What follows belongs to an exercise in optimizing a design on an open flow for small area; a production flow would make more cautious choices. Function was checked by simulation only, so behaviour that the tests miss may differ from the original. No activity file was given, so power comes from the tool's default toggle rates.

==> flow/design.v <==
`default_nettype none
package cpi_pix_pkg;
    typedef logic [7:0] cam_byte_t;
    typedef logic [7:0] chan_t;
    typedef logic [15:0] coord_t;
    typedef logic [16:0] filt_sum_t;
    typedef logic [31:0] pix_word_t;
    typedef struct packed {
        chan_t r;
        chan_t g;
        chan_t b;
    } rgb_t;
    typedef struct packed {
        cam_byte_t first;
        cam_byte_t second;
    } cpi_pair_t;
endpackage
`default_nettype wire
`default_nettype none
package cpi_cfg_pkg;
    typedef enum logic [2:0] {
        FMT_RGB565     = 3'b000,
        FMT_RGB555     = 3'b001,
        FMT_RGB444     = 3'b010,
        FMT_BYP_LITEND = 3'b100,
        FMT_BYP_BIGEND = 3'b101
    } cpi_format_e;
    typedef logic [7:0] coeff_t;
    typedef logic [3:0] shift_t;
    typedef logic [5:0] drop_cnt_t;
    typedef struct packed {
        logic        enable;
        logic        vsync_pol;   
        logic        drop_en;
        drop_cnt_t   drop_val;    
        logic        slice_en;
        cpi_format_e format;
        shift_t      shift;
        logic [15:0]         row_len;     
        logic [15:0]         llx;
        logic [15:0]         lly;
        logic [15:0]         urx;
        logic [15:0]         ury;
        coeff_t      coeff_r;
        coeff_t      coeff_g;
        coeff_t      coeff_b;
    } cpi_cfg_t;
endpackage
`default_nettype wire
`timescale 1ns/1ps
`default_nettype none
module cpi_frame_ctrl (
    input  logic                  s_cam_clk_dft,
    input  logic                  rstn_i,
    input  cpi_cfg_pkg::cpi_cfg_t cfg_i,
    input  logic                  cam_vsync_i,
    output logic                  active_o,
    output logic                  frame_ok_o,
    output logic                  sof_o
);
    logic [1:0] en_sync_q;
    logic       en_s;
    logic       vsync_adj;
    logic       vsync_q;
    logic       active_q;
    logic [5:0] skip_q;      
    logic       skip_zero;
    assign en_s      = en_sync_q[1];
    assign vsync_adj = cam_vsync_i ^ cfg_i.vsync_pol;
    assign sof_o     = vsync_adj & ~vsync_q & en_s;
    assign skip_zero = (skip_q == 6'd0);
    assign active_o   = active_q;
    assign frame_ok_o = active_q & skip_zero;
    always_ff @(posedge s_cam_clk_dft or negedge rstn_i) begin
        if (!rstn_i) begin
            en_sync_q <= 2'b00;
        end else begin
            en_sync_q <= {en_sync_q[0], cfg_i.enable};
        end
    end
    always_ff @(posedge s_cam_clk_dft or negedge rstn_i) begin
        if (!rstn_i) begin
            vsync_q <= 1'b0;
        end else if (en_s) begin
            vsync_q <= vsync_adj;
        end
    end
    always_ff @(posedge s_cam_clk_dft or negedge rstn_i) begin
        if (!rstn_i) begin
            active_q <= 1'b0;
        end else if (!en_s) begin
            active_q <= 1'b0;
        end else if (sof_o) begin
            active_q <= 1'b1;
        end
    end
    logic [5:0] skip_dec;
    logic [6:0] skip_bw;
    assign skip_bw[0] = 1'b1;
    for (genvar i = 0; i < 6; i++) begin : g_dec
        assign skip_dec[i]  = skip_q[i] ^ skip_bw[i];
        assign skip_bw[i+1] = ~skip_q[i] & skip_bw[i];
    end
    always_ff @(posedge s_cam_clk_dft) begin
        if (!en_s) begin
            skip_q <= '0;
        end else if (sof_o && active_q) begin
            if (skip_zero) begin
                skip_q <= cfg_i.drop_en ? cfg_i.drop_val : 6'd0;
            end else begin
                skip_q <= skip_dec;
            end
        end
    end
endmodule
`default_nettype wire
`timescale 1ns/1ps
`default_nettype none
module cpi_sampler (
    input  logic                   s_cam_clk_dft,
    input  logic                   rstn_i,
    input  cpi_cfg_pkg::cpi_cfg_t  cfg_i,
    input  cpi_pix_pkg::cam_byte_t cam_data_i,
    input  logic                   cam_hsync_i,
    input  logic                   active_i,
    input  logic                   frame_ok_i,
    input  logic                   sof_i,
    output cpi_pix_pkg::cam_byte_t first_o,
    output logic                   pair_valid_o
);
    logic        phase_first_q;
    logic [7:0]  first_q;
    logic [15:0] col_q;
    logic [15:0] row_q;
    logic        x_lo_seen_q;    
    logic        x_hi_past_q;    
    logic        y_lo_seen_q;
    logic        y_hi_past_q;
    logic        line_on;
    logic        second_byte;
    logic        in_window;
    logic        col_at_llx;
    logic        col_at_urx;
    logic        row_at_lly;
    logic        row_at_ury;
    logic        col_last;
    logic        row_last;
    assign line_on     = cam_hsync_i & active_i;
    assign second_byte = line_on & ~phase_first_q;
    assign col_at_llx = (col_q == cfg_i.llx);
    assign col_at_urx = (col_q == cfg_i.urx);
    assign row_at_lly = (row_q == cfg_i.lly);
    assign row_at_ury = (row_q == cfg_i.ury);
    assign col_last   = (col_q == cfg_i.row_len);
    assign row_last   = row_cy[16];
    assign in_window = ~cfg_i.slice_en |
                       ((x_lo_seen_q | col_at_llx) & ~x_hi_past_q &
                        (y_lo_seen_q | row_at_lly) & ~y_hi_past_q);
    assign first_o      = first_q;
    assign pair_valid_o = second_byte & frame_ok_i & in_window;
    always_ff @(posedge s_cam_clk_dft or negedge rstn_i) begin
        if (!rstn_i) begin
            phase_first_q <= 1'b1;
        end else if (!line_on) begin
            phase_first_q <= 1'b1;
        end else begin
            phase_first_q <= ~phase_first_q;
        end
    end
    always_ff @(posedge s_cam_clk_dft) begin
        if (line_on && phase_first_q) begin
            first_q <= cam_data_i;
        end
    end
    logic [15:0] col_inc;
    logic [15:0] row_inc;
    logic [16:0] col_cy;
    logic [16:0] row_cy;
    assign col_cy[0] = 1'b1;
    assign row_cy[0] = 1'b1;
    for (genvar i = 0; i < 16; i++) begin : g_inc
        assign col_inc[i]  = col_q[i] ^ col_cy[i];
        assign col_cy[i+1] = col_q[i] & col_cy[i];
        assign row_inc[i]  = row_q[i] ^ row_cy[i];
        assign row_cy[i+1] = row_q[i] & row_cy[i];
    end
    always_ff @(posedge s_cam_clk_dft) begin
        if (sof_i || !active_i) begin
            col_q       <= '0;
            row_q       <= '0;
            x_lo_seen_q <= 1'b0;
            x_hi_past_q <= 1'b0;
            y_lo_seen_q <= 1'b0;
            y_hi_past_q <= 1'b0;
        end else if (second_byte && cfg_i.slice_en) begin
            if (col_last) begin
                col_q       <= '0;
                x_lo_seen_q <= 1'b0;
                x_hi_past_q <= 1'b0;
                row_q       <= row_inc;
                y_lo_seen_q <= ~row_last & (y_lo_seen_q | row_at_lly);
                y_hi_past_q <= ~row_last & (y_hi_past_q | row_at_ury);
            end else begin
                col_q       <= col_inc;
                x_lo_seen_q <= x_lo_seen_q | col_at_llx;
                x_hi_past_q <= x_hi_past_q | col_at_urx;
            end
        end
    end
endmodule
`default_nettype wire
`timescale 1ns/1ps
`default_nettype none
module cpi_pixel_format (
    input  cpi_cfg_pkg::cpi_cfg_t  cfg_i,
    input  cpi_pix_pkg::cpi_pair_t pair_i,
    output cpi_pix_pkg::rgb_t      rgb_o,
    output logic [15:0]            byp_o,
    output logic                   is_rgb_o
);
    always_comb begin
        rgb_o    = '0;
        byp_o    = {pair_i.first, pair_i.second};
        is_rgb_o = 1'b1;
        case (cfg_i.format)
            cpi_cfg_pkg::FMT_RGB565: begin
                rgb_o.r = {pair_i.first[7:3], 3'b000};
                rgb_o.g = {pair_i.first[2:0], pair_i.second[7:5], 2'b00};
                rgb_o.b = {pair_i.second[4:0], 3'b000};
            end
            cpi_cfg_pkg::FMT_RGB555: begin
                rgb_o.r = {pair_i.first[6:2], 3'b000};
                rgb_o.g = {pair_i.first[1:0], pair_i.second[7:5], 3'b000};
                rgb_o.b = {pair_i.second[4:0], 3'b000};
            end
            cpi_cfg_pkg::FMT_RGB444: begin
                rgb_o.r = {pair_i.first[3:0], 4'b0000};
                rgb_o.g = {pair_i.second[7:4], 4'b0000};
                rgb_o.b = {pair_i.second[3:0], 4'b0000};
            end
            cpi_cfg_pkg::FMT_BYP_BIGEND: begin
                is_rgb_o = 1'b0;
                byp_o    = {pair_i.second, pair_i.first};
            end
            default: is_rgb_o = 1'b0;
        endcase
    end
endmodule
`default_nettype wire
`timescale 1ns/1ps
`default_nettype none
module cpi_luma_filter (
    input  logic                   s_cam_clk_dft,
    input  logic                   rstn_i,
    input  cpi_cfg_pkg::cpi_cfg_t  cfg_i,
    input  cpi_pix_pkg::rgb_t      rgb_i,
    input  logic [15:0]            byp_i,
    input  logic                   is_rgb_i,
    input  logic                   pair_valid_i,
    output logic [15:0]            word_o,
    output logic                   wr_pend_o,
    output logic                   word_valid_o
);
    logic [16:0] sum_d;
    logic [16:0] hold_q;
    logic        rgb_v1_q;
    logic        rgb_v2_q;
    logic        byp_v1_q;
    logic [7:0]  sb;
    logic [7:0]  sc;
    logic [7:0]  ga;
    logic [16:0] acc;
    assign sb  = rgb_v1_q ? rgb_i.r : rgb_i.b;
    assign sc  = rgb_v1_q ? cfg_i.coeff_r : cfg_i.coeff_b;
    assign ga  = rgb_v1_q ? 8'd0 : rgb_i.g;
    assign acc = rgb_v1_q ? hold_q : 17'd0;
    cpi_luma_mac u_mac (
        .sb  ( sb           ),
        .sc  ( sc           ),
        .ga  ( ga           ),
        .cg  ( cfg_i.coeff_g ),
        .acc ( acc          ),
        .sum ( sum_d        )
    );
    always_ff @(posedge s_cam_clk_dft or negedge rstn_i) begin
        if (!rstn_i) begin
            rgb_v1_q     <= 1'b0;
            rgb_v2_q     <= 1'b0;
            byp_v1_q     <= 1'b0;
            word_valid_o <= 1'b0;
        end else begin
            rgb_v1_q     <= pair_valid_i & is_rgb_i;
            rgb_v2_q     <= rgb_v1_q;
            byp_v1_q     <= pair_valid_i & ~is_rgb_i;
            word_valid_o <= rgb_v2_q | byp_v1_q;
        end
    end
    always_ff @(posedge s_cam_clk_dft) begin
        if (rgb_v1_q || (pair_valid_i && is_rgb_i)) begin
            hold_q <= sum_d;
        end else if (pair_valid_i) begin
            hold_q <= {1'b0, byp_i};
        end
    end
    assign wr_pend_o = rgb_v2_q | byp_v1_q;
    always_comb begin
        if (!rgb_v2_q || cfg_i.shift > 4'd9) begin
            word_o = hold_q[15:0];
        end else begin
            word_o = 16'(hold_q >> cfg_i.shift);
        end
    end
endmodule
module cpi_luma_mac (
    input  logic [7:0]  sb,
    input  logic [7:0]  sc,
    input  logic [7:0]  ga,
    input  logic [7:0]  cg,
    input  logic [16:0] acc,
    output logic [16:0] sum
);
    logic n1, n2, n3, n4, n5, n6, n7, n8, n9, n10, n11, n12, n13, n14, n15, n16, n17, n18, n19, n20, n21, n22, n23, n24, n25, n26, n27, n28, n29, n30, n31, n32, n33, n34, n35, n36, n37, n38, n39, n40, n41, n42, n43, n44, n45, n46, n47, n48, n49, n50, n51, n52, n53, n54, n55, n56, n57, n58, n59, n60, n61, n62, n63, n64, n65, n66, n67, n68, n69, n70, n71, n72, n73, n74, n75, n76, n77, n78, n79, n80, n81, n82, n83, n84, n85, n86, n87, n88, n89, n90, n91, n92, n93, n94, n95, n96, n97, n98, n99, n100, n101, n102, n103, n104, n105, n106, n107, n108, n109, n110, n111, n112, n113, n114, n115, n116, n117, n118, n119, n120, n121, n122, n123, n124, n125, n126, n127, n128, n129, n130, n131, n132, n133, n134, n135, n136, n137, n138, n139, n140, n141, n142, n143, n144, n145, n146, n147, n148, n149, n150, n151, n152, n153, n154, n155, n156, n157, n158, n159, n160, n161, n162, n163;
    assign n1 = ((ga[2] & cg[1]) | acc[3]) ^ (ga[3] & cg[0]) ^ (sb[3] & sc[0]);
    assign n2 = (((ga[2] & cg[1]) | acc[3]) & (ga[3] & cg[0])) | ((sb[3] & sc[0]) & (((ga[2] & cg[1]) | acc[3]) ^ (ga[3] & cg[0])));
    assign n3 = ((ga[2] & cg[2]) | acc[4]) ^ (ga[3] & cg[1]) ^ (ga[4] & cg[0]);
    assign n4 = (((ga[2] & cg[2]) | acc[4]) & (ga[3] & cg[1])) | ((ga[4] & cg[0]) & (((ga[2] & cg[2]) | acc[4]) ^ (ga[3] & cg[1])));
    assign n5 = (sb[3] & sc[1]) ^ (sb[4] & sc[0]) ^ n2;
    assign n6 = ((sb[3] & sc[1]) & (sb[4] & sc[0])) | (n2 & ((sb[3] & sc[1]) ^ (sb[4] & sc[0])));
    assign n7 = n3 ^ n5;
    assign n8 = n3 & n5;
    assign n9 = ((ga[2] & cg[3]) | acc[5]) ^ (ga[3] & cg[2]) ^ (ga[4] & cg[1]);
    assign n10 = (((ga[2] & cg[3]) | acc[5]) & (ga[3] & cg[2])) | ((ga[4] & cg[1]) & (((ga[2] & cg[3]) | acc[5]) ^ (ga[3] & cg[2])));
    assign n11 = (ga[5] & cg[0]) ^ (sb[3] & sc[2]) ^ (sb[4] & sc[1]);
    assign n12 = ((ga[5] & cg[0]) & (sb[3] & sc[2])) | ((sb[4] & sc[1]) & ((ga[5] & cg[0]) ^ (sb[3] & sc[2])));
    assign n13 = (sb[5] & sc[0]) ^ n4 ^ n11;
    assign n14 = ((sb[5] & sc[0]) & n4) | (n11 & ((sb[5] & sc[0]) ^ n4));
    assign n15 = n9 ^ n6 ^ n13;
    assign n16 = (n9 & n6) | (n13 & (n9 ^ n6));
    assign n17 = n8 ^ n15;
    assign n18 = n8 & n15;
    assign n19 = ((ga[2] & cg[4]) | acc[6]) ^ (ga[3] & cg[3]) ^ (ga[4] & cg[2]);
    assign n20 = (((ga[2] & cg[4]) | acc[6]) & (ga[3] & cg[3])) | ((ga[4] & cg[2]) & (((ga[2] & cg[4]) | acc[6]) ^ (ga[3] & cg[3])));
    assign n21 = (ga[5] & cg[1]) ^ (ga[6] & cg[0]) ^ (sb[3] & sc[3]);
    assign n22 = ((ga[5] & cg[1]) & (ga[6] & cg[0])) | ((sb[3] & sc[3]) & ((ga[5] & cg[1]) ^ (ga[6] & cg[0])));
    assign n23 = (sb[4] & sc[2]) ^ (sb[5] & sc[1]) ^ (sb[6] & sc[0]);
    assign n24 = ((sb[4] & sc[2]) & (sb[5] & sc[1])) | ((sb[6] & sc[0]) & ((sb[4] & sc[2]) ^ (sb[5] & sc[1])));
    assign n25 = n10 ^ n12 ^ n19;
    assign n26 = (n10 & n12) | (n19 & (n10 ^ n12));
    assign n27 = n21 ^ n23 ^ n14;
    assign n28 = (n21 & n23) | (n14 & (n21 ^ n23));
    assign n29 = n25 ^ n16 ^ n27;
    assign n30 = (n25 & n16) | (n27 & (n25 ^ n16));
    assign n31 = n18 ^ n29;
    assign n32 = n18 & n29;
    assign n33 = ((ga[2] & cg[5]) | acc[7]) ^ (ga[3] & cg[4]) ^ (ga[4] & cg[3]);
    assign n34 = (((ga[2] & cg[5]) | acc[7]) & (ga[3] & cg[4])) | ((ga[4] & cg[3]) & (((ga[2] & cg[5]) | acc[7]) ^ (ga[3] & cg[4])));
    assign n35 = (ga[5] & cg[2]) ^ (ga[6] & cg[1]) ^ (ga[7] & cg[0]);
    assign n36 = ((ga[5] & cg[2]) & (ga[6] & cg[1])) | ((ga[7] & cg[0]) & ((ga[5] & cg[2]) ^ (ga[6] & cg[1])));
    assign n37 = (sb[3] & sc[4]) ^ (sb[4] & sc[3]) ^ (sb[5] & sc[2]);
    assign n38 = ((sb[3] & sc[4]) & (sb[4] & sc[3])) | ((sb[5] & sc[2]) & ((sb[3] & sc[4]) ^ (sb[4] & sc[3])));
    assign n39 = (sb[6] & sc[1]) ^ (sb[7] & sc[0]) ^ n20;
    assign n40 = ((sb[6] & sc[1]) & (sb[7] & sc[0])) | (n20 & ((sb[6] & sc[1]) ^ (sb[7] & sc[0])));
    assign n41 = n22 ^ n24 ^ n33;
    assign n42 = (n22 & n24) | (n33 & (n22 ^ n24));
    assign n43 = n35 ^ n37 ^ n26;
    assign n44 = (n35 & n37) | (n26 & (n35 ^ n37));
    assign n45 = n39 ^ n41 ^ n28;
    assign n46 = (n39 & n41) | (n28 & (n39 ^ n41));
    assign n47 = n43 ^ n30 ^ n45;
    assign n48 = (n43 & n30) | (n45 & (n43 ^ n30));
    assign n49 = n32 ^ n47;
    assign n50 = n32 & n47;
    assign n51 = ((ga[2] & cg[6]) | acc[8]) ^ (ga[3] & cg[5]) ^ (ga[4] & cg[4]);
    assign n52 = (((ga[2] & cg[6]) | acc[8]) & (ga[3] & cg[5])) | ((ga[4] & cg[4]) & (((ga[2] & cg[6]) | acc[8]) ^ (ga[3] & cg[5])));
    assign n53 = (ga[5] & cg[3]) ^ (ga[6] & cg[2]) ^ (ga[7] & cg[1]);
    assign n54 = ((ga[5] & cg[3]) & (ga[6] & cg[2])) | ((ga[7] & cg[1]) & ((ga[5] & cg[3]) ^ (ga[6] & cg[2])));
    assign n55 = (sb[3] & sc[5]) ^ (sb[4] & sc[4]) ^ (sb[5] & sc[3]);
    assign n56 = ((sb[3] & sc[5]) & (sb[4] & sc[4])) | ((sb[5] & sc[3]) & ((sb[3] & sc[5]) ^ (sb[4] & sc[4])));
    assign n57 = (sb[6] & sc[2]) ^ (sb[7] & sc[1]) ^ n34;
    assign n58 = ((sb[6] & sc[2]) & (sb[7] & sc[1])) | (n34 & ((sb[6] & sc[2]) ^ (sb[7] & sc[1])));
    assign n59 = n36 ^ n38 ^ n51;
    assign n60 = (n36 & n38) | (n51 & (n36 ^ n38));
    assign n61 = n53 ^ n55 ^ n40;
    assign n62 = (n53 & n55) | (n40 & (n53 ^ n55));
    assign n63 = n42 ^ n57 ^ n59;
    assign n64 = (n42 & n57) | (n59 & (n42 ^ n57));
    assign n65 = n44 ^ n61 ^ n63;
    assign n66 = (n44 & n61) | (n63 & (n44 ^ n61));
    assign n67 = n46 ^ n65 ^ n48;
    assign n68 = (n46 & n65) | (n48 & (n46 ^ n65));
    assign n69 = n50 ^ n67;
    assign n70 = n50 & n67;
    assign n71 = ((ga[2] & cg[7]) | acc[9]) ^ (ga[3] & cg[6]) ^ (ga[4] & cg[5]);
    assign n72 = (((ga[2] & cg[7]) | acc[9]) & (ga[3] & cg[6])) | ((ga[4] & cg[5]) & (((ga[2] & cg[7]) | acc[9]) ^ (ga[3] & cg[6])));
    assign n73 = (ga[5] & cg[4]) ^ (ga[6] & cg[3]) ^ (ga[7] & cg[2]);
    assign n74 = ((ga[5] & cg[4]) & (ga[6] & cg[3])) | ((ga[7] & cg[2]) & ((ga[5] & cg[4]) ^ (ga[6] & cg[3])));
    assign n75 = (sb[3] & sc[6]) ^ (sb[4] & sc[5]) ^ (sb[5] & sc[4]);
    assign n76 = ((sb[3] & sc[6]) & (sb[4] & sc[5])) | ((sb[5] & sc[4]) & ((sb[3] & sc[6]) ^ (sb[4] & sc[5])));
    assign n77 = (sb[6] & sc[3]) ^ (sb[7] & sc[2]) ^ n52;
    assign n78 = ((sb[6] & sc[3]) & (sb[7] & sc[2])) | (n52 & ((sb[6] & sc[3]) ^ (sb[7] & sc[2])));
    assign n79 = n54 ^ n56 ^ n71;
    assign n80 = (n54 & n56) | (n71 & (n54 ^ n56));
    assign n81 = n73 ^ n75 ^ n58;
    assign n82 = (n73 & n75) | (n58 & (n73 ^ n75));
    assign n83 = n60 ^ n77 ^ n79;
    assign n84 = (n60 & n77) | (n79 & (n60 ^ n77));
    assign n85 = n62 ^ n81 ^ n64;
    assign n86 = (n62 & n81) | (n64 & (n62 ^ n81));
    assign n87 = n83 ^ n66 ^ n85;
    assign n88 = (n83 & n66) | (n85 & (n83 ^ n66));
    assign n89 = n87 ^ n68 ^ n70;
    assign n90 = (n87 & n68) | (n70 & (n87 ^ n68));
    assign n91 = ((ga[3] & cg[7]) | acc[10]) ^ (ga[4] & cg[6]) ^ (ga[5] & cg[5]);
    assign n92 = (((ga[3] & cg[7]) | acc[10]) & (ga[4] & cg[6])) | ((ga[5] & cg[5]) & (((ga[3] & cg[7]) | acc[10]) ^ (ga[4] & cg[6])));
    assign n93 = (ga[6] & cg[4]) ^ (ga[7] & cg[3]) ^ (sb[3] & sc[7]);
    assign n94 = ((ga[6] & cg[4]) & (ga[7] & cg[3])) | ((sb[3] & sc[7]) & ((ga[6] & cg[4]) ^ (ga[7] & cg[3])));
    assign n95 = (sb[4] & sc[6]) ^ (sb[5] & sc[5]) ^ (sb[6] & sc[4]);
    assign n96 = ((sb[4] & sc[6]) & (sb[5] & sc[5])) | ((sb[6] & sc[4]) & ((sb[4] & sc[6]) ^ (sb[5] & sc[5])));
    assign n97 = (sb[7] & sc[3]) ^ n72 ^ n74;
    assign n98 = ((sb[7] & sc[3]) & n72) | (n74 & ((sb[7] & sc[3]) ^ n72));
    assign n99 = n76 ^ n91 ^ n93;
    assign n100 = (n76 & n91) | (n93 & (n76 ^ n91));
    assign n101 = n95 ^ n78 ^ n80;
    assign n102 = (n95 & n78) | (n80 & (n95 ^ n78));
    assign n103 = n97 ^ n99 ^ n82;
    assign n104 = (n97 & n99) | (n82 & (n97 ^ n99));
    assign n105 = n101 ^ n84 ^ n103;
    assign n106 = (n101 & n84) | (n103 & (n101 ^ n84));
    assign n107 = n86 ^ n105 ^ n88;
    assign n108 = (n86 & n105) | (n88 & (n86 ^ n105));
    assign n109 = n107 ^ n90;
    assign n110 = n107 & n90;
    assign n111 = ((ga[4] & cg[7]) | acc[11]) ^ (ga[5] & cg[6]) ^ (ga[6] & cg[5]);
    assign n112 = (((ga[4] & cg[7]) | acc[11]) & (ga[5] & cg[6])) | ((ga[6] & cg[5]) & (((ga[4] & cg[7]) | acc[11]) ^ (ga[5] & cg[6])));
    assign n113 = (ga[7] & cg[4]) ^ (sb[4] & sc[7]) ^ (sb[5] & sc[6]);
    assign n114 = ((ga[7] & cg[4]) & (sb[4] & sc[7])) | ((sb[5] & sc[6]) & ((ga[7] & cg[4]) ^ (sb[4] & sc[7])));
    assign n115 = (sb[6] & sc[5]) ^ (sb[7] & sc[4]) ^ n92;
    assign n116 = ((sb[6] & sc[5]) & (sb[7] & sc[4])) | (n92 & ((sb[6] & sc[5]) ^ (sb[7] & sc[4])));
    assign n117 = n94 ^ n96 ^ n111;
    assign n118 = (n94 & n96) | (n111 & (n94 ^ n96));
    assign n119 = n113 ^ n98 ^ n100;
    assign n120 = (n113 & n98) | (n100 & (n113 ^ n98));
    assign n121 = n115 ^ n117 ^ n102;
    assign n122 = (n115 & n117) | (n102 & (n115 ^ n117));
    assign n123 = n119 ^ n104 ^ n121;
    assign n124 = (n119 & n104) | (n121 & (n119 ^ n104));
    assign n125 = n106 ^ n123 ^ n108;
    assign n126 = (n106 & n123) | (n108 & (n106 ^ n123));
    assign n127 = n125 ^ n110;
    assign n128 = n125 & n110;
    assign n129 = ((ga[5] & cg[7]) | acc[12]) ^ (ga[6] & cg[6]) ^ (ga[7] & cg[5]);
    assign n130 = (((ga[5] & cg[7]) | acc[12]) & (ga[6] & cg[6])) | ((ga[7] & cg[5]) & (((ga[5] & cg[7]) | acc[12]) ^ (ga[6] & cg[6])));
    assign n131 = (sb[5] & sc[7]) ^ (sb[6] & sc[6]) ^ (sb[7] & sc[5]);
    assign n132 = ((sb[5] & sc[7]) & (sb[6] & sc[6])) | ((sb[7] & sc[5]) & ((sb[5] & sc[7]) ^ (sb[6] & sc[6])));
    assign n133 = n112 ^ n114 ^ n129;
    assign n134 = (n112 & n114) | (n129 & (n112 ^ n114));
    assign n135 = n131 ^ n116 ^ n118;
    assign n136 = (n131 & n116) | (n118 & (n131 ^ n116));
    assign n137 = n133 ^ n120 ^ n135;
    assign n138 = (n133 & n120) | (n135 & (n133 ^ n120));
    assign n139 = n122 ^ n137 ^ n124;
    assign n140 = (n122 & n137) | (n124 & (n122 ^ n137));
    assign n141 = n139 ^ n126 ^ n128;
    assign n142 = (n139 & n126) | (n128 & (n139 ^ n126));
    assign n143 = ((ga[6] & cg[7]) | acc[13]) ^ (ga[7] & cg[6]) ^ (sb[6] & sc[7]);
    assign n144 = (((ga[6] & cg[7]) | acc[13]) & (ga[7] & cg[6])) | ((sb[6] & sc[7]) & (((ga[6] & cg[7]) | acc[13]) ^ (ga[7] & cg[6])));
    assign n145 = (sb[7] & sc[6]) ^ n130 ^ n132;
    assign n146 = ((sb[7] & sc[6]) & n130) | (n132 & ((sb[7] & sc[6]) ^ n130));
    assign n147 = n143 ^ n134 ^ n145;
    assign n148 = (n143 & n134) | (n145 & (n143 ^ n134));
    assign n149 = n136 ^ n147 ^ n138;
    assign n150 = (n136 & n147) | (n138 & (n136 ^ n147));
    assign n151 = n149 ^ n140 ^ n142;
    assign n152 = (n149 & n140) | (n142 & (n149 ^ n140));
    assign n153 = ((ga[7] & cg[7]) | acc[14]) ^ (sb[7] & sc[7]) ^ n144;
    assign n154 = (((ga[7] & cg[7]) | acc[14]) & (sb[7] & sc[7])) | (n144 & (((ga[7] & cg[7]) | acc[14]) ^ (sb[7] & sc[7])));
    assign n155 = n146 ^ n153 ^ n148;
    assign n156 = (n146 & n153) | (n148 & (n146 ^ n153));
    assign n157 = n155 ^ n150 ^ n152;
    assign n158 = (n155 & n150) | (n152 & (n155 ^ n150));
    assign n159 = acc[15] ^ n154 ^ n156;
    assign n160 = (acc[15] & n154) | (n156 & (acc[15] ^ n154));
    assign n161 = n159 ^ n158;
    assign n162 = n159 & n158;
    assign n163 = acc[16] ^ n160 ^ n162;
    assign sum[0] = acc[0];
    assign sum[1] = acc[1];
    assign sum[2] = ((ga[2] & cg[0]) | acc[2]);
    assign sum[3] = n1;
    assign sum[4] = n7;
    assign sum[5] = n17;
    assign sum[6] = n31;
    assign sum[7] = n49;
    assign sum[8] = n69;
    assign sum[9] = n89;
    assign sum[10] = n109;
    assign sum[11] = n127;
    assign sum[12] = n141;
    assign sum[13] = n151;
    assign sum[14] = n157;
    assign sum[15] = n161;
    assign sum[16] = n163;
endmodule
`default_nettype wire
`timescale 1ns/1ps
`default_nettype none
module cpi_out_fifo (
    input  logic        s_cam_clk_dft,
    input  logic        rstn_i,
    input  logic        flush_i,
    input  logic [15:0] wr_data_i,
    input  logic        wr_pend_i,
    input  logic        wr_valid_i,
    output logic [31:0] rd_data_o,
    output logic        rd_valid_o,
    input  logic        rd_ready_i,
    output logic        overflow_o
);
    logic [15:0] mem [8];
    logic [3:0]  count_q;
    logic [3:0]  count_d;
    logic        full;
    logic        wr_en;
    logic        rd_en;
    logic        pend;
    logic        shift_in;
    logic [2:0]  rd_idx;
    assign full       = count_q[3];
    assign wr_en      = wr_valid_i & ~full & ~flush_i;
    assign rd_valid_o = (count_q != 4'd0);
    assign rd_en      = rd_valid_o & rd_ready_i;
    assign pend       = wr_valid_i & ~full;
    logic [2:0] cnt_m1;
    assign cnt_m1 = {count_q[2] ^ ~(count_q[1] | count_q[0]), ~(count_q[1] ^ count_q[0]), ~count_q[0]};
    assign rd_idx = pend ? count_q[2:0] : cnt_m1;
    logic [7:0]  rd_sel;
    logic [15:0] rd_word;
    always_comb begin
        rd_word = '0;
        for (int i = 0; i < 8; i++) begin
            rd_sel[i] = (rd_idx == 3'(i));
            rd_word   = rd_word | (mem[i] & {16{rd_sel[i]}});
        end
    end
    assign rd_data_o  = {16'd0, rd_word};
    always_comb begin
        count_d = count_q;
        if (flush_i) begin
            count_d = 4'd0;
        end else if (wr_en && !rd_en) begin
            count_d = {count_q[3] | (&count_q[2:0]), count_q[2] ^ (&count_q[1:0]), count_q[1] ^ count_q[0], ~count_q[0]};
        end else if (rd_en && !wr_en) begin
            count_d = {1'b0, count_q[2] ^ ~(|count_q[1:0]), ~(count_q[1] ^ count_q[0]), ~count_q[0]};
        end
    end
    assign shift_in = wr_pend_i & ~count_d[3];
    always_ff @(posedge s_cam_clk_dft or negedge rstn_i) begin
        if (!rstn_i) begin
            count_q    <= '0;
            overflow_o <= 1'b0;
        end else begin
            count_q <= count_d;
            if (flush_i) begin
                overflow_o <= 1'b0;
            end else if (wr_valid_i && full) begin
                overflow_o <= 1'b1;
            end
        end
    end
    always_ff @(posedge s_cam_clk_dft) begin
        if (shift_in) begin
            mem[0] <= wr_data_i;
            for (int i = 1; i < 8; i++) begin
                mem[i] <= mem[i-1];
            end
        end
    end
endmodule
`default_nettype wire
`timescale 1ns/1ps
`default_nettype none
module cpi_top #(
    parameter int unsigned FIFO_DEPTH = 8
) (
    input  logic                   s_cam_clk_dft,
    input  logic                   rstn_i,
    input  logic                   cfg_enable_i,
    input  logic                   cfg_vsync_pol_i,
    input  logic                   cfg_drop_en_i,
    input  logic [5:0]             cfg_drop_val_i,
    input  logic                   cfg_slice_en_i,
    input  logic [2:0]             cfg_format_i,
    input  logic [3:0]             cfg_shift_i,
    input  logic [15:0]            cfg_row_len_i,
    input  logic [15:0]            cfg_llx_i,
    input  logic [15:0]            cfg_lly_i,
    input  logic [15:0]            cfg_urx_i,
    input  logic [15:0]            cfg_ury_i,
    input  logic [7:0]             cfg_coeff_r_i,
    input  logic [7:0]             cfg_coeff_g_i,
    input  logic [7:0]             cfg_coeff_b_i,
    input  logic [7:0]             cam_data_i,
    input  logic                   cam_hsync_i,
    input  logic                   cam_vsync_i,
    output logic [31:0]            out_data_o,
    output logic                   out_valid_o,
    input  logic                   out_ready_i,
    output logic                   overflow_o,
    output logic                   frame_evt_o
);
    cpi_cfg_pkg::cpi_cfg_t cfg_i;
    assign cfg_i.enable    = cfg_enable_i;
    assign cfg_i.vsync_pol = cfg_vsync_pol_i;
    assign cfg_i.drop_en   = cfg_drop_en_i;
    assign cfg_i.drop_val  = cfg_drop_val_i;
    assign cfg_i.slice_en  = cfg_slice_en_i;
    assign cfg_i.format    = cpi_cfg_pkg::cpi_format_e'(cfg_format_i);
    assign cfg_i.shift     = cfg_shift_i;
    assign cfg_i.row_len   = cfg_row_len_i;
    assign cfg_i.llx       = cfg_llx_i;
    assign cfg_i.lly       = cfg_lly_i;
    assign cfg_i.urx       = cfg_urx_i;
    assign cfg_i.ury       = cfg_ury_i;
    assign cfg_i.coeff_r   = cfg_coeff_r_i;
    assign cfg_i.coeff_g   = cfg_coeff_g_i;
    assign cfg_i.coeff_b   = cfg_coeff_b_i;
    logic        active;
    logic        frame_ok;
    logic        sof;
    cpi_pix_pkg::cam_byte_t first;
    cpi_pix_pkg::cpi_pair_t pair;
    logic        pair_valid;
    cpi_pix_pkg::rgb_t rgb;
    logic [15:0] byp;
    logic        is_rgb;
    logic [15:0] word;
    logic        wr_pend;
    logic        word_valid;
    assign frame_evt_o = sof;
    cpi_frame_ctrl u_frame_ctrl (
        .s_cam_clk_dft ( s_cam_clk_dft ),
        .rstn_i        ( rstn_i        ),
        .cfg_i         ( cfg_i         ),
        .cam_vsync_i   ( cam_vsync_i   ),
        .active_o      ( active        ),
        .frame_ok_o    ( frame_ok      ),
        .sof_o         ( sof           )
    );
    cpi_sampler u_sampler (
        .s_cam_clk_dft ( s_cam_clk_dft ),
        .rstn_i        ( rstn_i        ),
        .cfg_i         ( cfg_i         ),
        .cam_data_i    ( cam_data_i    ),
        .cam_hsync_i   ( cam_hsync_i   ),
        .active_i      ( active        ),
        .frame_ok_i    ( frame_ok      ),
        .sof_i         ( sof           ),
        .first_o       ( first         ),
        .pair_valid_o  ( pair_valid    )
    );
    assign pair = {first, cam_data_i};
    cpi_pixel_format u_pixel_format (
        .cfg_i         ( cfg_i         ),
        .pair_i        ( pair          ),
        .rgb_o         ( rgb           ),
        .byp_o         ( byp           ),
        .is_rgb_o      ( is_rgb        )
    );
    cpi_luma_filter u_luma_filter (
        .s_cam_clk_dft ( s_cam_clk_dft ),
        .rstn_i        ( rstn_i        ),
        .cfg_i         ( cfg_i         ),
        .rgb_i         ( rgb           ),
        .byp_i         ( byp           ),
        .is_rgb_i      ( is_rgb        ),
        .pair_valid_i  ( pair_valid    ),
        .word_o        ( word          ),
        .wr_pend_o     ( wr_pend       ),
        .word_valid_o  ( word_valid    )
    );
    cpi_out_fifo u_out_fifo (
        .s_cam_clk_dft ( s_cam_clk_dft ),
        .rstn_i        ( rstn_i        ),
        .flush_i       ( ~cfg_i.enable ),   
        .wr_data_i     ( word          ),
        .wr_pend_i     ( wr_pend       ),
        .wr_valid_i    ( word_valid    ),
        .rd_data_o     ( out_data_o    ),
        .rd_valid_o    ( out_valid_o   ),
        .rd_ready_i    ( out_ready_i   ),
        .overflow_o    ( overflow_o    )
    );
endmodule
`default_nettype wire
==> flow/flow/run.sh <==
#!/bin/bash
# The standard layout (the standard.sh, standard synthesis included) with
# three placement/CTS choices changed through ORFS variables:
#  - port buffers use the smallest buffer cell instead of clkdlybuf4s50_1,
#  - CTS builds larger sink clusters with clkbuf_16 and inserts no dummy loads,
#  - the single tie cell from synthesis is kept instead of one per tied port.
set -euo pipefail
export BUFFER_PORTS_ARGS="-buffer_cell sky130_fd_sc_hd__buf_1"
export CTS_ARGS="-sink_clustering_enable -repair_clock_nets -dont_use_dummy_load -sink_clustering_size 30 -sink_clustering_max_diameter 150 -buf_list sky130_fd_sc_hd__clkbuf_16"
export SKIP_REPAIR_TIE_FANOUT=1
bash standard.sh > standard.log 2>&1
==> flow/standard.sh <==
#!/bin/bash
# synth_recipe.tcl (not shown) runs the flow's synth.tcl, then flattens the netlist and writes it again
# the make line also repeats each setting of config.mk as NAME=value (left out here)
make -C /OpenROAD-flow-scripts/flow DESIGN_CONFIG=/design/flow/config.mk WORK_HOME=/design/flow/orfs CLKGATE_MAP_FILE= SYNTH_SCRIPT=/design/flow/synth_recipe.tcl "${@:-finish}"
==> flow/config.mk <==
export PLATFORM = sky130hd
export DESIGN_NAME = cpi_top
export DESIGN_NICKNAME = cpi_top
export VERILOG_FILES = /design/flow/design.v
export SDC_FILE = /design/flow/constraint.sdc
export NUM_CORES = 4
export LEC_CHECK = 0
export CAP_MARGIN = 20
export CORE_MARGIN = 2
export CORE_UTILIZATION = 40
export GPL_TIMING_DRIVEN = 0
export SLEW_MARGIN = 20
==> flow/constraint.sdc <==
create_clock -name core_clock -period 10.0 [get_ports {s_cam_clk_dft}]
set_input_delay 2.0000 -clock core_clock [delete_from_list [all_inputs] [get_ports {s_cam_clk_dft}]]
set_output_delay 2.0000 -clock core_clock [all_outputs]
set_load 0.01 [all_outputs]
==> results.py, run 1 <==
metrics = {
    "hold_path": {
        "whs_path_depth": 0,
        "hp-class": "register to register",
        "min_from": "u_frame_ctrl.en_sync_q[0]",
        "min_to": "u_frame_ctrl.en_sync_q[1]",
    },
    "worst_setup_path": {
        "start_kind": "input port",
        "critPathMaxFanout": 10,
        "worstPathArrival_ps": 9250,
        "r2r_cells": 25,
        "end_kind": "register",
        "r2r_setup_slack_ps": 1900,
        "worstReg2RegStart": "u_luma_filter.rgb_v1_q",
        "required_ps": 10250,
        "critPathKind": "input port to register",
        "r2r_end": "u_luma_filter.hold_q[16]",
    },
    "routing": {
        "drt_iter0_markers": 644,
        "drcViolationCount": 0,
        "ant_nets": 0,
        "routedWlPerCell_um": 18.0,
        "dr.pass1.iters": 5,
        "routed_wl_mm": 31.7,
        "drt-vias-per-instance": 5.25,
        "vias": 9273,
    },
    "timing": {
        "rsz0062_at_grt": "no",
        "slew_violations": 0,
        "setup_viol": 0,
        "max_freq_mhz": 111,
        "max-slew-margin-rel": 0.250,
        "min_period_ps": 9010,
        "max_slew.worst_pin.slew_ps": 1120,
        "hold_viol_final": 0,
        "fin_crit_sh": 0.901,
        "fin_worst_skew_ps": 34.1,
    },
    "clocking": {
        "post_cts_buffers": 0,
        "clock_latency_ps": 470,
        "cts_made_buffers": 10,
        "cts_root_buf": "clkbuf_16",
        "cts_max_level": 1,
        "clock_tree.buffer_depth": 3,
        "ctsHoldBuffers": 0,
        "cts_repair_resize_count": 0,
        "path_clk_slew_ps": 110,
        "cts_tree": "built",
        "cts.sinks": 209,
    },
    "finish": {
        "drive_gt1_frac": 0.0855,
        "layout.nets": 1574,
        "stdcell_area_um2": 14700,
        "final_cells": 1765,
        "final_cell_mix": "edfxtp_1, buf_1, nand2_1",
        "final_common_cell": "edfxtp_1",
        "area_growth_syn_to_layout_pct": 11.7,
    },
    "placement": {
        "place.gp.congestion": 0.910,
        "post-dp-hpwl_mm": 24.8,
        "place_area_um2": 14400,
        "numPortBuffers": 150,
        "dpl.cell_count": 1753,
    },
    "power_and_ir_drop": {
        "switching_share": 0.307,
        "clockPowerShare": 0.228,
        "p_seq_frac": 0.489,
        "p_switching_uw": 587,
        "peakVddDrop_uv": 98.1,
        "power.share.combinational": 0.283,
        "p_per_area_nw_per_um2": 130,
        "p_leak_nw": 5.43,
        "internal_power_mw": 1.33,
        "design_power_total_mw": 1.91,
    },
    "global_route": {
        "grt_max_degree": 31,
        "grt_pass1_vias": 9467,
        "grt_pass1_wl_mm": 50.6,
        "antenna_found_initial": 1,
        "grt_usage": 0.188,
        "globalRouteOverflowTotal": 0,
    },
    "floorplan": {
        "start_util": 0.406,
        "core_area_um2": 32500,
        "dieArea_um2": 34400,
        "ios": 169,
        "fp.dieW_um": 185,
        "num_rows": 66,
        "die_h_um": 185,
    },
    "synth": {
        "synth-edff-count": 153,
        "syn_area_per_cell_um2": 11.4,
        "ys.flop_type": "edfxtp_1",
        "synth_seq_cells": 209,
        "yosys_warnings": 6,
        "async_flop_share": 0.0670,
        "seq_area_frac_synth": 0.440,
        "synth_cell_types": 64,
        "postSynthCellCount": 1156,
        "synth.cell_area_um2": 13200,
    },
    "run": {
        "cap_violations": 0,
    },
    "run_status": {
        "status": "no timing/DRC/antenna violations",
    },
}
-- flip-flops by register name, indices dropped and copies added, names as in the netlist --
signal and cells:
u_out_fifo.overflow_o 1, u_luma_filter.word_valid_o 1, u_sampler.x_hi_past_q 1, u_luma_filter.rgb_v2_q 1, u_luma_filter.rgb_v1_q 1, u_frame_ctrl.skip_q 6, u_frame_ctrl.vsync_q 1, u_luma_filter.byp_v1_q 1
u_sampler.x_lo_seen_q 1, u_frame_ctrl.active_q 1, u_out_fifo.mem 128, u_sampler.first_q 8, u_sampler.y_hi_past_q 1, u_sampler.y_lo_seen_q 1, u_frame_ctrl.en_sync_q 2, u_sampler.phase_first_q 1
u_out_fifo.count_q 4, u_sampler.row_q 16, u_sampler.col_q 16, u_luma_filter.hold_q 17
-- power groups by stage --
stage / Sequential [mW] / Clock (mW) / Combinational [mW]
2_1_floorplan: 0.953 / 0 / 0.368
3_3_place_gp: 0.955 / 0 / 0.536
3_5_place_dp: 0.955 / 0 / 0.547
4_1_cts: 0.935 / 0.448 / 0.549
5_1_grt: 0.936 / 0.481 / 0.607
6_report: 0.935 / 0.435 / 0.542
-- final cells by class --
type	count	area [um^2]
Buffer	64	368
Fill cell	3036	17700
Multi-Input combinational cell	803	6750
Tap cell	442	553
Sequential cell	209	5790
Antenna cell	2	5.00
Timing Repair Buffer	155	693
Clock buffer	10	250
Inverter	80	300
-- logic make-up after synthesis --
| group | share of synthesized area |
|---|---|
| AO/OA/AOI/OAI | 0.0985 |
| XOR/XNOR | 0.0592 |
| adder cells (fa/ha/maj) | 0.153 |
| buffers and inverters | 0.0508 |
| flip-flops | 0.440 |
| multiplexers | 0.0912 |
| other | 0.000285 |
| AND/OR/NAND/NOR | 0.108 |
-- Yosys cell counts, drive strengths merged (7+ instances only) --
cell,instances,area share
nor4,8,0.0043
a21oi,53,0.020
mux2,34,0.030
nor2b,18,0.0087
fa,73,0.11
clkbuf,22,0.0063
and2,29,0.014
dfrtp,13,0.025
nand4,16,0.0076
inv,80,0.023
mux2i,61,0.047
nand3,9,0.0034
o22ai,14,0.0067
nor3,8,0.0034
mux4,8,0.014
ha,44,0.042
nand2,151,0.043
xnor2,70,0.047
a211oi,24,0.015
a221oi,25,0.017
o21ai,17,0.0065
a22oi,15,0.0086
a22o,7,0.0047
dfxtp,42,0.064
edfxtp,153,0.35
buf,42,0.022
xor2,19,0.013
nor2,50,0.014
-- per-layer routing --
metal  vias up  track usage  share of wire
met5         -            0              0
met1      4607        0.250           0.44
met3        49       0.0224          0.043
met4         0       0.0517          0.024
li1       4407            -              -
met2       210        0.323           0.49
-- worst max path at each step --
stage / cells past startpoint / end / start
5_1_grt: 27 / u_luma_filter.hold_q[16] / cfg_format_i[1]
6_report: 27 / u_luma_filter.hold_q[16] / cfg_format_i[1]
3_3_place_gp: 5 / u_out_fifo.mem[3][11] / out_ready_i
4_1_cts: 27 / u_luma_filter.hold_q[16] / cfg_format_i[1]
2_1_floorplan: 4 / u_out_fifo.mem[0][0] / out_ready_i
3_5_place_dp: 27 / u_luma_filter.hold_q[16] / cfg_format_i[1]
-- critical path, cell delays in order --
cell      delay (ps)
buf_1            150
buf_1            430
clkbuf_1         440
a21oi_1          160
o22ai_1          740
nand2_1          140
fa_1             420
inv_1             80
fa_1             450
fa_1             500
inv_1             50
fa_1             480
fa_1             530
inv_1             40
ha_1             180
fa_1             360
ha_1             200
ha_1             170
inv_1             60
fa_1             150
inv_1             50
fa_1             380
fa_1             380
ha_1             200
xnor2_1          290
xnor2_1          160
nor2_1            50
-- metrics by stage --
stage	setup WS (ps)	util	setup TNS [ps]	hold slack [ps]
floorplan	1660	-	0	331
global placement	-608	0.440	-76690	337
detailed placement	579	0.445	0	344
CTS	1090	0.453	0	364
global route	778	0.453	0	371
finish	991	0.453	0	365
==> inputs of run 2 (changes only) <==
==> flow/config.mk (replaced) <==
export PLATFORM = sky130hd
export DESIGN_NAME = cpi_top
export DESIGN_NICKNAME = cpi_top
export VERILOG_FILES = /design/flow/design.v
export SDC_FILE = /design/flow/constraint.sdc
export NUM_CORES = 4
export LEC_CHECK = 0
export CAP_MARGIN = 0
export CORE_MARGIN = 2
export CORE_UTILIZATION = 40
export SLEW_MARGIN = 0
==> run 2 against run 1 <==
  * Sequential power about the same
  * Count of clock-buffer cells in the layout unchanged
  * Utilization fell by 0.98 points
  * Non-clock buffer count fell by 43
  * Worst setup slack better by 590 ps
  * Hold slack improved by 3.4 ps
  * Critical path depth is the same
  * Flip-flop and latch count unchanged
  * Still clean on timing, DRC and antenna
  * Largest cell class unchanged
==> results.py, run 2 <==
metrics = {
    "routing": {
        "routed_wl_mm": 30.6,
        "drt-vias-per-instance": 5.26,
        "routedWlPerCell_um": 17.8,
        "drt_iter0_markers": 624,
        "vias": 9039,
        "drcViolationCount": 0,
        "dr.pass1.iters": 5,
        "ant_nets": 0,
    },
    "floorplan": {
        "dieArea_um2": 34400,
        "ios": 169,
        "start_util": 0.406,
        "die_h_um": 185,
        "num_rows": 66,
        "fp.dieW_um": 185,
        "core_area_um2": 32500,
    },
    "finish": {
        "largestRegisters": "u_out_fifo.mem: 128 flops, u_luma_filter.hold_q: 17 flops",
        "drive_gt1_frac": 0.0712,
        "top_register": "u_out_fifo.mem",
        "final_common_cell": "edfxtp_1",
        "final_cells": 1720,
        "final.fill_count": 3070,
        "area_growth_syn_to_layout_pct": 9.28,
        "layout.nets": 1531,
        "final_cell_mix": "edfxtp_1, buf_1, nand2_1",
        "largest_reg_flops": 128,
        "antenna_cells": 0,
    },
    "worst_setup_path": {
        "r2r_end": "u_luma_filter.hold_q[16]",
        "required_ps": 10180,
        "start_kind": "input port",
        "end_kind": "register",
        "critPathMaxFanout": 18,
        "critPathKind": "input port to register",
        "worstReg2RegStart": "u_luma_filter.rgb_v1_q",
        "r2r_setup_slack_ps": 3080,
        "worstPathArrival_ps": 8600,
        "r2r_cells": 24,
    },
    "timing": {
        "slew_violations": 0,
        "fin_crit_sh": 0.842,
        "min_period_ps": 8420,
        "hold_viol_final": 0,
        "max_slew.worst_pin.slew_ps": 1130,
        "max-slew-margin-rel": 0.245,
        "setup_viol": 0,
        "setup_tns_ps": 0,
        "rsz0062_at_grt": "no",
        "max_freq_mhz": 119,
        "fin_worst_skew_ps": 27.1,
    },
    "synth": {
        "ys.flop_type": "edfxtp_1",
        "postSynthCellCount": 1156,
        "yosys-top-cells-count": "edfxtp_1, nand2_1, inv_1",
        "synth_top_area_share": 0.349,
        "synth-edff-count": 153,
        "synth.cell_area_um2": 13200,
        "async_flop_share": 0.0670,
        "synth_cell_types": 64,
        "yosys-top-cells-area": "edfxtp_1, fa_1, dfxtp_1",
        "syn_area_per_cell_um2": 11.4,
        "yosysTopAreaCell": "edfxtp_1",
        "post-synth-top-count-cell": "edfxtp_1",
        "synth_seq_cells": 209,
        "seq_area_frac_synth": 0.440,
        "yosys_warnings": 6,
    },
    "global_route": {
        "grt_pass1_wl_mm": 49.1,
        "globalRouteOverflowTotal": 0,
        "grt_usage": 0.182,
        "grt_pass1_vias": 9100,
        "antenna_found_initial": 0,
        "grt_max_degree": 85,
    },
    "clocking": {
        "cts_repair_resize_count": 0,
        "cts_root_buf": "clkbuf_16",
        "cts_max_level": 1,
        "clock_latency_ps": 470,
        "cts_tree": "built",
        "cts_made_buffers": 10,
        "clock_tree.buffer_depth": 3,
        "ctsHoldBuffers": 0,
        "cts.sinks": 209,
        "post_cts_buffers": 0,
        "path_clk_slew_ps": 110,
    },
    "power_and_ir_drop": {
        "switching_share": 0.306,
        "power.share.combinational": 0.283,
        "p_seq_frac": 0.491,
        "internal_power_mw": 1.32,
        "p_leak_nw": 5.28,
        "p_per_area_nw_per_um2": 132,
        "peakVddDrop_uv": 121,
        "p_switching_uw": 583,
        "clockPowerShare": 0.225,
    },
    "hold_path": {
        "min_to": "u_frame_ctrl.en_sync_q[1]",
        "whs_path_depth": 0,
        "hp-class": "register to register",
        "min_from": "u_frame_ctrl.en_sync_q[0]",
    },
    "placement": {
        "dpl.cell_count": 1710,
        "post-dp-hpwl_mm": 23.2,
        "numPortBuffers": 152,
        "place.gp.congestion": 0.867,
    },
    "run": {
        "cap_violations": 0,
    },
    "run_status": {
        "status": "no timing/DRC/antenna violations",
    },
}
run 2: cell counts after synthesis:
Identical to the previous run, type by type.
run 2: cell type report:
| cell class | instances | area [um^2] | area share |
|---|---|---|---|
| Clock buffer | 10 | 250 | 0.0174 |
| Inverter | 80 | 300 | 0.0209 |
| Multi-Input combinational cell | 803 | 6750 | 0.469 |
| Sequential cell | 209 | 5790 | 0.402 |
| Tap cell | 442 | 553 | 0.0384 |
| Timing Repair Buffer | 176 | 751 | 0.0522 |
run 2: per-stage QoR:
stage	worst slack [ps]	util	power, mW	hold slack, ps	instance area, um^2
after global routing	1170	0.443	2.01	376	14400
after global placement	1180	0.436	1.50	341	14100
final	1580	0.443	1.90	368	14400
after detailed placement	1110	0.436	1.50	346	14100
after CTS	1590	0.443	1.93	370	14400
after floorplan	1660	-	1.32	331	13200
run 2: power groups by stage:
stage | logic, mW | registers, mW | clock network, mW
finish | 0.539 | 0.936 | 0.429
global route | 0.602 | 0.938 | 0.473
CTS | 0.550 | 0.936 | 0.447
detailed placement | 0.549 | 0.956 | 0
global placement | 0.544 | 0.955 | 0
floorplan | 0.368 | 0.953 | 0
run 2: kinds of logic after synthesis:
logic type	Yosys count	share of synthesized area
AOI/OAI and AO/OA	187	0.0985
xor gates and xnor gates	89	0.0592
adders and majority gates	117	0.153
buffers and inverters	144	0.0508
DFF	209	0.440
muxes	103	0.0912
other	1	0.000285
and+or+nand+nor	306	0.108
run 2: worst max path at each step:
stage | from | to | slack, ps
2_1_floorplan | out_ready_i | u_out_fifo.mem[0][0] | 1660
3_3_place_gp | cfg_format_i[0] | u_luma_filter.hold_q[16] | 1180
3_5_place_dp | cfg_format_i[0] | u_luma_filter.hold_q[16] | 1110
4_1_cts | cfg_format_i[0] | u_luma_filter.hold_q[16] | 1590
5_1_grt | cfg_format_i[0] | u_luma_filter.hold_q[16] | 1170
6_report | cfg_format_i[0] | u_luma_filter.hold_q[16] | 1580
run 2: worst max-delay path: stages:
cell and delay, ps:
buf_1 600, nand2_1 100, a21oi_1 170, a21oi_1 50
nor2_1 470, nand2_1 140, fa_1 500, inv_1 50
fa_1 390, fa_1 550, inv_1 50, fa_1 450
fa_1 510, inv_1 40, ha_1 180, fa_1 360
ha_1 190, ha_1 200, inv_1 70, fa_1 150
inv_1 50, fa_1 370, fa_1 370, ha_1 200
xnor2_1 170, xnor2_1 130, nor2_1 50
run 2: metal layers:
metal,wire length (um),part of all wire,track usage
met5,0,0,0
met4,420,0.014,0.0371
met3,1310,0.043,0.0175
met2,15000,0.49,0.310
met1,13900,0.45,0.252
==> inputs of run 3 (changes only) <==
--- a/flow/config.mk
+++ b/flow/config.mk
@@ -7,5 +7,5 @@
 export LEC_CHECK = 0
 export CAP_MARGIN = 0
 export CORE_MARGIN = 2
-export CORE_UTILIZATION = 40
+export CORE_UTILIZATION = 65
 export SLEW_MARGIN = 0
==> run 3 against run 2 <==
  * Flip-flop and latch count unchanged
  * Critical endpoint unchanged
  * Sequential share of layout area increased by 0.68 points
  * Synthesized cell count unchanged
==> results.py, run 3 <==
metrics = {
    "finish": {
        "largestRegisters": "u_out_fifo.mem: 128 flops, u_luma_filter.hold_q: 17 flops",
        "drive_gt1_frac": 0.0690,
        "regArea_um2": 5790,
        "top_register": "u_out_fifo.mem",
        "layout.nets": 1528,
        "largest_reg_flops": 128,
        "post-route-util": 0.706,
        "final.fill_count": 1556,
        "final_cell_mix": "edfxtp_1, buf_1, nand2_1",
        "antenna_cells": 0,
        "final_common_cell": "edfxtp_1",
        "area_growth_syn_to_layout_pct": 7.47,
        "multiInputGateArea_um2": 6750,
    },
    "synth": {
        "syn_area_per_cell_um2": 11.4,
        "ys.flop_type": "edfxtp_1",
        "yosys_warnings": 6,
        "yosys-top-cells-area": "edfxtp_1, fa_1, dfxtp_1",
        "yosysTopAreaCell": "edfxtp_1",
        "synth_cell_types": 64,
        "synth.cell_area_um2": 13200,
        "postSynthCellCount": 1156,
        "yosys-top-cells-count": "edfxtp_1, nand2_1, inv_1",
        "post-synth-top-count-cell": "edfxtp_1",
        "synth_top_area_share": 0.349,
        "seq_area_frac_synth": 0.440,
        "synth_seq_cells": 209,
        "async_flop_share": 0.0670,
        "synth-edff-count": 153,
    },
    "worst_setup_path": {
        "worstPathArrival_ps": 8870,
        "crit_path_frequent_cell": "fa_1",
        "r2r_setup_slack_ps": 2410,
        "required_ps": 10190,
        "critPathMaxFanout": 18,
        "start_kind": "input port",
        "cpPeakStageDelay_ps": 740,
        "critPathKind": "input port to register",
        "end_kind": "register",
        "worst_path_max_delay_cell": "a211oi_1",
    },
    "power_and_ir_drop": {
        "switching_share": 0.307,
        "design_power_total_mw": 1.91,
        "p_per_area_nw_per_um2": 135,
        "clockPowerShare": 0.226,
        "power.share.combinational": 0.284,
        "p_switching_uw": 585,
        "peakVddDrop_uv": 90.1,
        "p_seq_frac": 0.490,
        "internal_power_mw": 1.32,
        "p_leak_nw": 5.26,
    },
    "timing": {
        "rsz0062_at_grt": "no",
        "max-slew-margin-rel": 0.286,
        "fin_crit_sh": 0.867,
        "setup_viol": 0,
        "max_slew.worst_pin.slew_ps": 1060,
        "min_period_ps": 8670,
        "setup_tns_ps": 0,
        "fin_worst_skew_ps": 11.8,
        "max_freq_mhz": 115,
        "hold_viol_final": 0,
        "slew_violations": 0,
    },
    "routing": {
        "ant_nets": 0,
        "drt-vias-per-instance": 5.98,
        "routed_wl_mm": 29.5,
        "drt_iter0_markers": 768,
        "drcViolationCount": 0,
        "dr.pass1.iters": 5,
        "routedWlPerCell_um": 19.1,
        "vias": 9233,
    },
    "floorplan": {
        "start_util": 0.657,
        "fp.dieW_um": 146,
        "num_rows": 52,
        "core_area_um2": 20000,
        "dieArea_um2": 21400,
        "ios": 169,
        "die_h_um": 146,
    },
    "global_route": {
        "grt_max_degree": 79,
        "grt_usage": 0.274,
        "antenna_found_initial": 1,
        "globalRouteOverflowTotal": 0,
        "grt_pass1_vias": 8960,
        "grt_pass1_wl_mm": 46.7,
    },
    "clocking": {
        "cts_made_buffers": 10,
        "clock_latency_ps": 460,
        "clock_tree.buffer_depth": 3,
        "cts_max_level": 1,
        "cts_tree": "built",
        "cts_repair_resize_count": 0,
        "path_clk_slew_ps": 110,
        "post_cts_buffers": 0,
        "cts.sinks": 209,
        "cts_root_buf": "clkbuf_16",
        "ctsHoldBuffers": 0,
    },
    "placement": {
        "numPortBuffers": 152,
        "place.gp.congestion": 0.909,
        "post-dp-hpwl_mm": 21.8,
    },
    "run": {
        "cap_violations": 0,
    },
    "run_status": {
        "status": "no timing/DRC/antenna violations",
    },
    "hold_path": {
        "hp-class": "register to register",
    },
}
-- run 3: cell counts after synthesis --
Identical to the previous run, type by type.
-- run 3: routing by layer --
layer / global-route usage / part of all wire / vias to the layer above
li1: - / - / 4313
met1: 0.381 / 0.42 / 4527
met2: 0.464 / 0.49 / 337
met3: 0.0353 / 0.061 / 54
met4: 0.0718 / 0.025 / 2
met5: 0 / 0.00054 / -
-- run 3: cell type report --
type / count / area share
Timing Repair Buffer: 173 / 0.0515
Inverter: 80 / 0.0212
Clock buffer: 10 / 0.0177
Multi-Input combinational cell: 803 / 0.477
Sequential cell: 209 / 0.409
Tap cell: 270 / 0.0239
-- run 3: power groups by stage --
stage	combinational, mW	sequential [mW]	clock (mW)
2_1_floorplan	0.368	0.953	0
3_3_place_gp	0.534	0.955	0
3_5_place_dp	0.543	0.955	0
4_1_cts	0.543	0.936	0.442
5_1_grt	0.596	0.937	0.468
6_report	0.541	0.936	0.432
-- run 3: worst paths after layout --
path,from,endpoint,cells after the start
min,u_frame_ctrl.en_sync_q[0],u_frame_ctrl.en_sync_q[1],0
max reg2reg,u_luma_filter.rgb_v1_q,u_luma_filter.hold_q[16],25
min in group asynchronous,rstn_i,u_luma_filter.byp_v1_q,1
min reg2reg,u_frame_ctrl.en_sync_q[0],u_frame_ctrl.en_sync_q[1],0
max in group asynchronous,rstn_i,u_out_fifo.count_q[2],1
max,cfg_format_i[0],u_luma_filter.hold_q[16],26
-- run 3: cell families after synthesis --
logic type	Yosys count	share of synthesized area
other	1	0.000285
DFF	209	0.440
AOI/OAI and AO/OA	187	0.0985
muxes	103	0.0912
buffers and inverters	144	0.0508
adders and majority gates	117	0.153
and+or+nand+nor	306	0.108
xor gates and xnor gates	89	0.0592
-- run 3: worst max-delay path, delay by kind of cell --
kind / cells / cell delay (ps)
AOI/OAI and AO/OA: 2 / 900
xor gates and xnor gates: 2 / 290
adders and majority gates: 14 / 4540
buffers and inverters: 6 / 870
and+or+nand+nor: 2 / 250
-- run 3: metrics by stage --
stage / hold slack [ps] / worst slack, ps / area, um^2 / std cells
after floorplan: 331 / 1660 / 13200 / 1156
after global placement: 334 / 941 / 13900 / 1535
after detailed placement: 344 / 845 / 13900 / 1535
after CTS: 364 / 1340 / 14100 / 1545
after global routing: 368 / 912 / 14100 / 1545
final: 363 / 1330 / 14100 / 1545
==> inputs of run 4 (changes only) <==
==> flow/flow/run.sh (replaced) <==
#!/bin/bash
# The standard layout (the standard.sh, standard synthesis included) with
# three placement/CTS choices changed through ORFS variables:
#  - port buffers use the smallest buffer cell instead of clkdlybuf4s50_1,
#  - CTS builds larger sink clusters with clkbuf_16 and inserts no dummy loads,
#  - the single tie cell from synthesis is kept instead of one per tied port,
#  - synthesis buffers are removed at floorplan (with no timing-driven placement).
set -euo pipefail
export BUFFER_PORTS_ARGS="-buffer_cell sky130_fd_sc_hd__buf_1"
export CTS_ARGS="-sink_clustering_enable -repair_clock_nets -dont_use_dummy_load -sink_clustering_size 30 -sink_clustering_max_diameter 150 -buf_list sky130_fd_sc_hd__clkbuf_16"
export SKIP_REPAIR_TIE_FANOUT=1
export REMOVE_ABC_BUFFERS=1
bash standard.sh > standard.log 2>&1
--- a/flow/config.mk
+++ b/flow/config.mk
@@ -7,5 +7,6 @@
 export LEC_CHECK = 0
 export CAP_MARGIN = 0
 export CORE_MARGIN = 2
-export CORE_UTILIZATION = 65
+export CORE_UTILIZATION = 40
+export GPL_TIMING_DRIVEN = 0
 export SLEW_MARGIN = 0
==> run 4 against run 3 <==
  * Still clean on timing, DRC and antenna
  * Clock power grew 1%
  * Maximum frequency shrank 5.8%
  * Synthesized cell count did not move
  * Routed wire length increased by 2.1%
  * Cell area increased by 1.4%
  * Sequential power is essentially flat
  * Power shrank 0.40%
  * Via count is 2.8% lower
  * Combinational power fell by 2%
  * Die area up 61%
  * Utilization is 26 points lower
==> results.py, run 4 <==
metrics = {
    "routing": {
        "top_layer_used": "met4",
        "wl_met2_mm": 14.1,
        "drt_iter0_markers": 767,
        "dr.pass1.iters": 5,
        "drcViolationCount": 0,
        "ant_nets": 0,
        "routedWlPerCell_um": 17.7,
        "wirelength_met1_mm": 14.0,
        "routed_wl_mm": 30.1,
        "vias": 8970,
        "drt-vias-per-instance": 5.27,
        "wl_met3_mm": 1.35,
    },
    "power_and_ir_drop": {
        "power.share.combinational": 0.278,
        "p_leak_nw": 5.22,
        "switching_share": 0.308,
        "peakVddDrop_uv": 98.7,
        "design_power_total_mw": 1.90,
        "p_switching_uw": 585,
        "clockPowerShare": 0.230,
        "p_seq_frac": 0.492,
        "p_per_area_nw_per_um2": 133,
        "internal_power_mw": 1.32,
    },
    "timing": {
        "slew_violations": 0,
        "fin_crit_sh": 0.921,
        "rsz0062_at_grt": "no",
        "setup_tns_ps": 0,
        "max_freq_mhz": 109,
        "setup_viol": 0,
        "max-slew-margin-rel": 0.120,
        "fin_worst_skew_ps": 22.8,
        "max_slew.worst_pin.slew_ps": 1320,
        "hold_viol_final": 0,
        "min_period_ps": 9210,
    },
    "clocking": {
        "ctsHoldBuffers": 0,
        "cts_made_buffers": 10,
        "path_clk_slew_ps": 120,
        "cts_root_buf": "clkbuf_16",
        "cts_max_level": 1,
        "cts.sinks": 209,
        "cts_repair_resize_count": 0,
        "clock_tree.buffer_depth": 3,
        "cts_tree": "built",
        "post_cts_buffers": 0,
        "clock_latency_ps": 470,
    },
    "finish": {
        "antenna_cells": 0,
        "stdcell_area_um2": 14300,
        "final_cells": 1703,
        "largestRegisters": "u_out_fifo.mem: 128 flops, u_luma_filter.hold_q: 17 flops",
        "drive_gt1_frac": 0.0603,
        "top_register": "u_out_fifo.mem",
        "layout.nets": 1514,
        "final_cell_mix": "edfxtp_1, buf_1, nand2_1",
        "area_growth_syn_to_layout_pct": 8.95,
        "largest_reg_flops": 128,
        "final_common_cell": "edfxtp_1",
    },
    "hold_path": {
        "whs_path_depth": 0,
        "hp-class": "register to register",
    },
    "worst_setup_path": {
        "required_ps": 10200,
        "r2r_cells": 25,
        "cpPeakStageDelay_ps": 1200,
        "worst_path_max_delay_cell": "a2111oi_2",
        "end_kind": "register",
        "critPathMaxFanout": 18,
        "crit_path_frequent_cell": "fa_1",
        "critPathKind": "input port to register",
        "worstPathArrival_ps": 9410,
        "start_kind": "input port",
    },
    "floorplan": {
        "ios": 169,
        "die_h_um": 185,
        "dieArea_um2": 34400,
        "start_util": 0.406,
        "core_area_um2": 32500,
        "num_rows": 66,
        "fp.dieW_um": 185,
    },
    "global_route": {
        "grt_pass1_vias": 8788,
        "grt_pass1_wl_mm": 47.5,
        "antenna_found_initial": 0,
        "globalRouteOverflowTotal": 0,
        "grt_max_degree": 37,
        "grt_usage": 0.176,
    },
    "synth": {
        "yosysTopAreaCell": "edfxtp_1",
        "synth_top_area_share": 0.349,
        "yosys-top-cells-count": "edfxtp_1, nand2_1, inv_1",
        "yosys-top-cells-area": "edfxtp_1, fa_1, dfxtp_1",
        "post-synth-top-count-cell": "edfxtp_1",
        "synth_cell_types": 64,
        "yosys_warnings": 6,
        "syn_area_per_cell_um2": 11.4,
        "seq_area_frac_synth": 0.440,
        "synth-edff-count": 153,
        "synth.cell_area_um2": 13200,
        "synth_seq_cells": 209,
        "ys.flop_type": "edfxtp_1",
        "async_flop_share": 0.0670,
        "postSynthCellCount": 1156,
    },
    "run": {
        "cap_violations": 0,
    },
    "placement": {
        "place_area_um2": 14100,
        "post-dp-hpwl_mm": 22.7,
        "dpl.cell_count": 1693,
        "place.gp.congestion": 0.858,
        "numPortBuffers": 152,
    },
    "run_status": {
        "status": "no timing/DRC/antenna violations",
    },
}
-- run 4: cell counts after synthesis --
Identical to the previous run, type by type.
-- run 4: worst max-delay path: cells and delay by family --
family / cells / cell delay (ps)
AOI/OAI and AO/OA: 2 / 1390
xor gates and xnor gates: 2 / 300
adders and majority gates: 14 / 4570
buffers and inverters: 6 / 900
and+or+nand+nor: 2 / 250
-- run 4: path summary, 6_finish.rpt --
check                                       endpoint  slack, ps                       from
max                         u_luma_filter.hold_q[16]        790            cfg_format_i[0]
max reg2reg                 u_luma_filter.hold_q[16]       2190     u_luma_filter.rgb_v1_q
min in group asynchronous      u_frame_ctrl.active_q       1550                     rstn_i
min                        u_frame_ctrl.en_sync_q[1]        360  u_frame_ctrl.en_sync_q[0]
min reg2reg                u_frame_ctrl.en_sync_q[1]        360  u_frame_ctrl.en_sync_q[0]
max in group asynchronous     u_luma_filter.rgb_v1_q       7930                     rstn_i
-- run 4: final cells by class --
class / count / area, um^2
well taps: 442 / 553
multi-input cells: 803 / 6750
fillers: 3047 / 18100
inverters: 80 / 300
repair buffers: 159 / 703
flip-flops and latches: 209 / 5790
clock buffers: 10 / 250
-- run 4: metal layers --
layer,GRT usage,vias up
met5,0,-
met4,0.0470,0
met3,0.0173,35
met2,0.287,235
met1,0.249,4411
li1,-,4289
-- run 4: cells by family (layout without fill, tap and decap cells) --
family          after synthesis  count (layout)  synth area share
mux                         103             103            0.0912
xor+xnor                     89              89            0.0592
other cells                   1               1          0.000285
buf+inv                     144             249            0.0508
flops                       209             209             0.440
compound gates              187             187            0.0985
simple gates                306             306             0.108
fa+ha+maj                   117             117             0.153
-- run 4: power groups by stage --
stage	logic [mW]	registers [mW]	clock network, mW
final	0.528	0.936	0.437
after global routing	0.590	0.938	0.479
after CTS	0.535	0.936	0.456
after detailed placement	0.533	0.956	0
after global placement	0.512	0.956	0
after floorplan	0.341	0.953	0
-- run 4: per-stage QoR --
| step | setup slack (ps) | hold slack, ps | utilization |
|---|---|---|---|
| after floorplan | 1710 | 331 | - |
| after global placement | -539 | 337 | 0.429 |
| after detailed placement | 272 | 347 | 0.434 |
| after CTS | 761 | 364 | 0.442 |
| after global routing | 343 | 371 | 0.442 |
| final | 789 | 361 | 0.442 |

-- separate check: timing with driven ports --
In the flow no input, the clock included, has a driving cell. The finished layouts below were timed again as built, in two steps. Step 1: set_driving_cell puts a clkbuf_16 on s_cam_clk_dft and a buf_2 on each other input, an assumption about the parent block. Step 2 also shifts input and output timing later by t, the mid clock arrival at the registers, as if the neighbouring blocks saw the same clock. a / b / c = no drivers / after step 1 / after step 2; a / b = the first two.
| run | t (ns) | setup slack, ns | hold WS [ns] | worst setup path at the end | slew at the worst register clock pin (ns) |
|---|---|---|---|---|---|
| run 1 | 0.514 | 0.991 / 1.026 / 0.512 | 0.365 / 0.365 / 0.365 | input to register | 0.12 / 0.12 |
| run 2 | 0.508 | 1.579 / 1.604 / 1.096 | 0.368 / 0.368 / 0.368 | input to register | 0.12 / 0.12 |
| run 3 | 0.508 | 1.325 / 1.351 / 0.843 | 0.363 / 0.363 / 0.363 | input to register | 0.11 / 0.11 |
| run 4 | 0.508 | 0.789 / 0.813 / 0.305 | 0.361 / 0.361 / 0.361 | input to register | 0.12 / 0.12 |
After both steps setup and hold are still met in every run listed. The setup slack of run 4, which loses most, moves by +0.024 ns with the drivers and by -0.484 ns with both steps.
